This is an optimization exercise on Yosys and OpenROAD, whose aim is small area and a short achievable clock period, not a production implementation.
At most, simulation tests tie the RTL to the original design; equivalence was not proved.
No activity file was given, so power comes from the tool's default toggle rates.

== north ==
// dma_iface_top
module dma_iface_top (
   input  logic        pcie_clk,
   input  logic        rst_n,
   input  logic [1:0]  host_wr_if_sel,
   input  logic [3:0]  host_wr_mem_sel,
   input  logic [9:0]  host_wr_hi_addr,
   input  logic [31:0] host_wr_hi_data,
   input  logic [3:0]  host_wr_hi_mask,
   input  logic        host_wr_hi_en,
   input  logic [9:0]  host_wr_lo_addr,
   input  logic [31:0] host_wr_lo_data,
   input  logic [3:0]  host_wr_lo_mask,
   input  logic        host_wr_lo_en,
   input  logic [1:0]  host_rd_if_sel,
   input  logic [3:0]  host_rd_mem_sel,
   input  logic [9:0]  host_rd_addr_hi,
   input  logic        host_rd_en_hi,
   input  logic [9:0]  host_rd_addr_lo,
   input  logic        host_rd_en_lo,
   output logic [31:0] host_rd_data_hi,
   output logic [31:0] host_rd_data_lo,
   input  logic [2:0]  max_payload_size,
   input  logic [2:0]  max_read_req_size,
   output logic        iface_rdy,
   output logic [63:0] tx_dsc_mask,
   output logic [63:0] rx_dsc_mask,
   output logic [15:0] rx_byte_wait,
   input  logic [3:0]  dsc_rd_addr,
   input  logic        dsc_rd_en,
   output logic [63:0] dsc_rd_data,
   output logic        dsc_rd_valid,
   input  logic [3:0]  dsc_clr_addr,
   input  logic        dsc_clr_en
);
clock: 4.0 ns
lec_check: 0
cap_margin: 20
core_margin: 2
core_utilization: 50
cts_cluster_diameter: 60
cts_cluster_size: 24
place_density: 0.65
setup_slack_margin: 2.05
slew_margin: 20
synth_hierarchical: 1
standard.sh (not shown) runs the stock make flow with config.mk's settings and CLKGATE_MAP_FILE= SYNTH_SCRIPT=/design/flow/synth_recipe.tcl, a recipe that flattens the netlist after the stock synthesis.
==> flow/flow/run.sh <==
#!/bin/bash
# standard synthesis, then the standard layout with plain buffers on the ports
set -euo pipefail
bash standard.sh synth > synth.log 2>&1
bash standard.sh "BUFFER_PORTS_ARGS=-buffer_cell sky130_fd_sc_hd__buf_2" finish > layout.log 2>&1
No stage failed in north, and the final checks on the layout all came back clean.
Modified inputs, south compared to north
Settings: SETUP_SLACK_MARGIN: 2.05 -> 1.9.
### Flow results
When south is measured against north, its iteration-0 DRC count of the detailed router turns out 305 lower.
Area taken by flip-flops and latches down about 1.1% in south wrt north
| share of the clock period used by the worst path after layout | higher: south |
Sort south and north by number of clock buffers inserted by TritonCTS, descending, and north comes first.
south vs north, relative slew slack went down by 7.6 points.
Diff north -> south: final critical-path required period up 30 ps, total power has decreased, setup slack of the critical path after layout decreased 30 ps.
Function was not checked in any run of this note: the RTL went through the layout flow alone.

========
Setup of build 70:
Another version of the RTL of dma_iface_top (not shown whole).
Size: ~3,100 cells after synthesis, roughly 1,300 flip-flops, roughly 420 I/O pins, roughly 48,000 µm² of cells after synthesis.
## dma_iface_top
module dma_iface_top (
   input  logic        pcie_clk,
   input  logic        rst_n,
   input  logic [1:0]  host_wr_if_sel,
   input  logic [3:0]  host_wr_mem_sel,
   input  logic [9:0]  host_wr_hi_addr,
   input  logic [31:0] host_wr_hi_data,
   input  logic [3:0]  host_wr_hi_mask,
   input  logic        host_wr_hi_en,
   input  logic [9:0]  host_wr_lo_addr,
   input  logic [31:0] host_wr_lo_data,
   input  logic [3:0]  host_wr_lo_mask,
   input  logic        host_wr_lo_en,
   input  logic [1:0]  host_rd_if_sel,
   input  logic [3:0]  host_rd_mem_sel,
   input  logic [9:0]  host_rd_addr_hi,
   input  logic        host_rd_en_hi,
   input  logic [9:0]  host_rd_addr_lo,
   input  logic        host_rd_en_lo,
   output logic [31:0] host_rd_data_hi,
   output logic [31:0] host_rd_data_lo,
   input  logic [2:0]  max_payload_size,
   input  logic [2:0]  max_read_req_size,
   output logic        iface_rdy,
   output logic [63:0] tx_dsc_mask,
   output logic [63:0] rx_dsc_mask,
   output logic [15:0] rx_byte_wait,
   input  logic [3:0]  dsc_rd_addr,
   input  logic        dsc_rd_en,
   output logic [63:0] dsc_rd_data,
   output logic        dsc_rd_valid,
   input  logic [3:0]  dsc_clr_addr,
   input  logic        dsc_clr_en
);
Settings: LEC_CHECK=0, CAP_MARGIN=20, CORE_MARGIN=2, CORE_UTILIZATION=50, CTS_CLUSTER_DIAMETER=60, CTS_CLUSTER_SIZE=24, PLACE_DENSITY=0.65, SETUP_SLACK_MARGIN=1.9, SLEW_MARGIN=50, SYNTH_HIERARCHICAL=1; clock period 4.0 ns.
Scripts as last shown in full above: flow/flow/run.sh
Build 70: PASS, flow complete, no timing, DRC or antenna violations
> inputs changed (build 70 -> build 49)
# build 70
export LEC_CHECK = 0
export CAP_MARGIN = 20
export CORE_MARGIN = 2
export CORE_UTILIZATION = 50
export CTS_CLUSTER_DIAMETER = 60
export CTS_CLUSTER_SIZE = 24
export PLACE_DENSITY = 0.65
export SETUP_SLACK_MARGIN = 1.9
export SLEW_MARGIN = 50
export SYNTH_HIERARCHICAL = 1
create_clock -name core_clock -period 4.0 [get_ports {pcie_clk}]
# build 49
export LEC_CHECK = 0
export CAP_MARGIN = 20
export CORE_MARGIN = 2
export CORE_UTILIZATION = 50
export CTS_CLUSTER_DIAMETER = 60
export CTS_CLUSTER_SIZE = 24
export PLACE_DENSITY = 0.65
export SETUP_SLACK_MARGIN = 2.0
export SLEW_MARGIN = 20
export SYNTH_HIERARCHICAL = 1
create_clock -name core_clock -period 4.0 [get_ports {pcie_clk}]
==> flow/flow/run.sh <==
#!/bin/bash
# standard synthesis, then the standard layout with plain buffers on the ports
# and a clock tree without dummy balancing loads
set -euo pipefail
bash standard.sh synth > synth.log 2>&1
bash standard.sh "BUFFER_PORTS_ARGS=-buffer_cell sky130_fd_sc_hd__buf_2" \
   "CTS_ARGS=-sink_clustering_enable -repair_clock_nets -sink_clustering_size 24 -sink_clustering_max_diameter 60 -dont_use_dummy_load" \
   "REMOVE_ABC_BUFFERS=1" finish > layout.log 2>&1
## What came out
Build 70 vs build 49, capturing instance or port of the critical path: mem[11][20] vs host_rd_data_lo[5]
In build 49, count of cell instances traversed by the critical path is higher than in build 70.
Build 49 went all the way through the flow, and no timing, DRC or antenna check failed.
Build 49 against build 70: number of inserted diodes now larger, internal power component now smaller.
Relative to build 49, the following input files were edited for build 75:
# build 49
export LEC_CHECK = 0
export CAP_MARGIN = 20
export CORE_MARGIN = 2
export CORE_UTILIZATION = 50
export CTS_CLUSTER_DIAMETER = 60
export CTS_CLUSTER_SIZE = 24
export PLACE_DENSITY = 0.65
export SETUP_SLACK_MARGIN = 2.0
export SLEW_MARGIN = 20
export SYNTH_HIERARCHICAL = 1
create_clock -name core_clock -period 4.0 [get_ports {pcie_clk}]
# build 75
export LEC_CHECK = 0
export CAP_MARGIN = 20
export CORE_MARGIN = 2
export CORE_UTILIZATION = 50
export CTS_CLUSTER_DIAMETER = 60
export CTS_CLUSTER_SIZE = 24
export PLACE_DENSITY = 0.65
export SETUP_SLACK_MARGIN = 1.9
export SLEW_MARGIN = 50
export SYNTH_HIERARCHICAL = 1
create_clock -name core_clock -period 4.0 [get_ports {pcie_clk}]
diff --git a/flow/flow/run.sh b/flow/flow/run.sh
--- a/flow/flow/run.sh
+++ b/flow/flow/run.sh
@@ -5,3 +5,3 @@
 bash standard.sh synth > synth.log 2>&1
-bash standard.sh "BUFFER_PORTS_ARGS=-buffer_cell sky130_fd_sc_hd__buf_2" \
+bash standard.sh "BUFFER_PORTS_ARGS=-buffer_cell sky130_fd_sc_hd__buf_4" \
    "CTS_ARGS=-sink_clustering_enable -repair_clock_nets -sink_clustering_size 24 -sink_clustering_max_diameter 60 -dont_use_dummy_load" \
Notes after the runs:
Build 75 finished end to end and its layout was clean on timing, DRC and antenna. Build 49 | status: complete | timing, DRC, antenna: pass. [compare] base=build 49 new=build 75: clock network power share level; number of nets at the end of the flow moved down; global-route usage level. In terms of sum of internal, switching and leakage power, build 49 and build 75 differ only marginally. When build 75 is set beside build 49, its multi-input combinational area share turns out to be 0.51 points smaller. Smallest setup slack after layout (build 75 over build 49): decrease, 0.075 ns. Looking at number of buffers created by CTS, build 75 sits 2 higher than build 49 does. Looking only at power density relative to cell area, and setting everything else aside, the lower value of build 49 and build 75 goes to build 49. Sort build 49 and build 75 by final area, ascending, and build 75 comes first.
Inputs modified between build 75 and build 95:
diff --git a/flow/flow/run.sh b/flow/flow/run.sh
--- a/flow/flow/run.sh
+++ b/flow/flow/run.sh
@@ -5,3 +5,3 @@
 bash standard.sh synth > synth.log 2>&1
-bash standard.sh "BUFFER_PORTS_ARGS=-buffer_cell sky130_fd_sc_hd__buf_4" \
+bash standard.sh "BUFFER_PORTS_ARGS=-buffer_cell sky130_fd_sc_hd__buf_2" \
    "CTS_ARGS=-sink_clustering_enable -repair_clock_nets -sink_clustering_size 24 -sink_clustering_max_diameter 60 -dont_use_dummy_load" \
--- outcome ---
Build 95 vs build 75: total power down slightly. As far as fraction of power consumed by combinational cells is concerned, build 95 and build 75 perform about the same. Re sequential share of layout area: build 75 was lower than build 95. The run showing the greater final-layout worst hold slack is build 95.
Here is what was changed in the inputs of build 35 compared with build 95.
# build 95
export LEC_CHECK = 0
export CAP_MARGIN = 20
export CORE_MARGIN = 2
export CORE_UTILIZATION = 50
export CTS_CLUSTER_DIAMETER = 60
export CTS_CLUSTER_SIZE = 24
export PLACE_DENSITY = 0.65
export SETUP_SLACK_MARGIN = 1.9
export SLEW_MARGIN = 50
export SYNTH_HIERARCHICAL = 1
create_clock -name core_clock -period 4.0 [get_ports {pcie_clk}]
# build 35
export LEC_CHECK = 0
export CAP_MARGIN = 20
export CORE_MARGIN = 2
export CORE_UTILIZATION = 50
export CTS_CLUSTER_DIAMETER = 60
export CTS_CLUSTER_SIZE = 24
export PLACE_DENSITY = 0.65
export SETUP_SLACK_MARGIN = 1.9
export SLEW_MARGIN = 20
export SYNTH_HIERARCHICAL = 1
create_clock -name core_clock -period 4.0 [get_ports {pcie_clk}]
==> flow/flow/run.sh <==
#!/bin/bash
# standard synthesis, then the standard layout with plain buffers on the ports
set -euo pipefail
bash standard.sh synth > synth.log 2>&1
bash standard.sh "BUFFER_PORTS_ARGS=-buffer_cell sky130_fd_sc_hd__buf_2" finish > layout.log 2>&1
- Of the two values seen for first element of the critical path, host_rd_mem_sel[1] was produced by build 95 and host_wr_mem_sel[0] by build 35.
- Higher count of buffering cells on the critical path with inverters included among build 35 and build 95: build 35
- Build 35 vs build 95 — aggregate routed wire length dropped by a few percent
- Delta (build 35 minus build 95): post-layout minimum cycle time went up 0.017 ns; CTS buffer count went down 6.6%.
- When build 35 is set beside build 95, its proportion of cell area occupied by registers turns out to be 1.1 points smaller.

-- afterwards: timing with drivers on the ports --
The flow's constraints put no driver on any port. The routed layouts listed below were extracted and timed again, unchanged, in two steps. Step 1 (the two cells are an assumption about what drives the block):
set clk [get_ports {pcie_clk}]
set_driving_cell -lib_cell sky130_fd_sc_hd__clkbuf_16 $clk
set_driving_cell -lib_cell sky130_fd_sc_hd__buf_2 [delete_from_list [all_inputs] $clk]
Step 2 also shifts input and output timing later by t, the mid clock arrival at the registers, as if the neighbouring blocks saw the same clock. Three values: ideal ports, drivers, drivers and shift; two values: the first two.
run | t (ns) | slack for setup (ns) | slew at the worst register clock pin (ns) | pins driven straight from the clock port
north | 0.747 | 1.788 / 1.820 / 1.073 | 0.10 / 0.10 | 1
south | 0.739 | 1.758 / 1.785 / 1.046 | 0.09 / 0.09 | 1
build 70 | 0.744 | 1.871 / 1.816 / 1.071 | 0.09 / 0.09 | 1
build 49 | 0.734 | 1.913 / 1.939 / 1.220 | 0.10 / 0.10 | 1
build 75 | 0.738 | 1.838 / 1.828 / 1.149 | 0.09 / 0.09 | 1
build 95 | 0.729 | 1.870 / 1.832 / 1.182 | 0.09 / 0.09 | 1
build 35 | 0.736 | 1.853 / 1.855 / 1.131 | 0.10 / 0.10 | 1
After both steps every run listed still meets setup and hold. The setup slack of build 70, which loses most, moves by -0.055 ns with the drivers and by -0.800 ns with both steps.
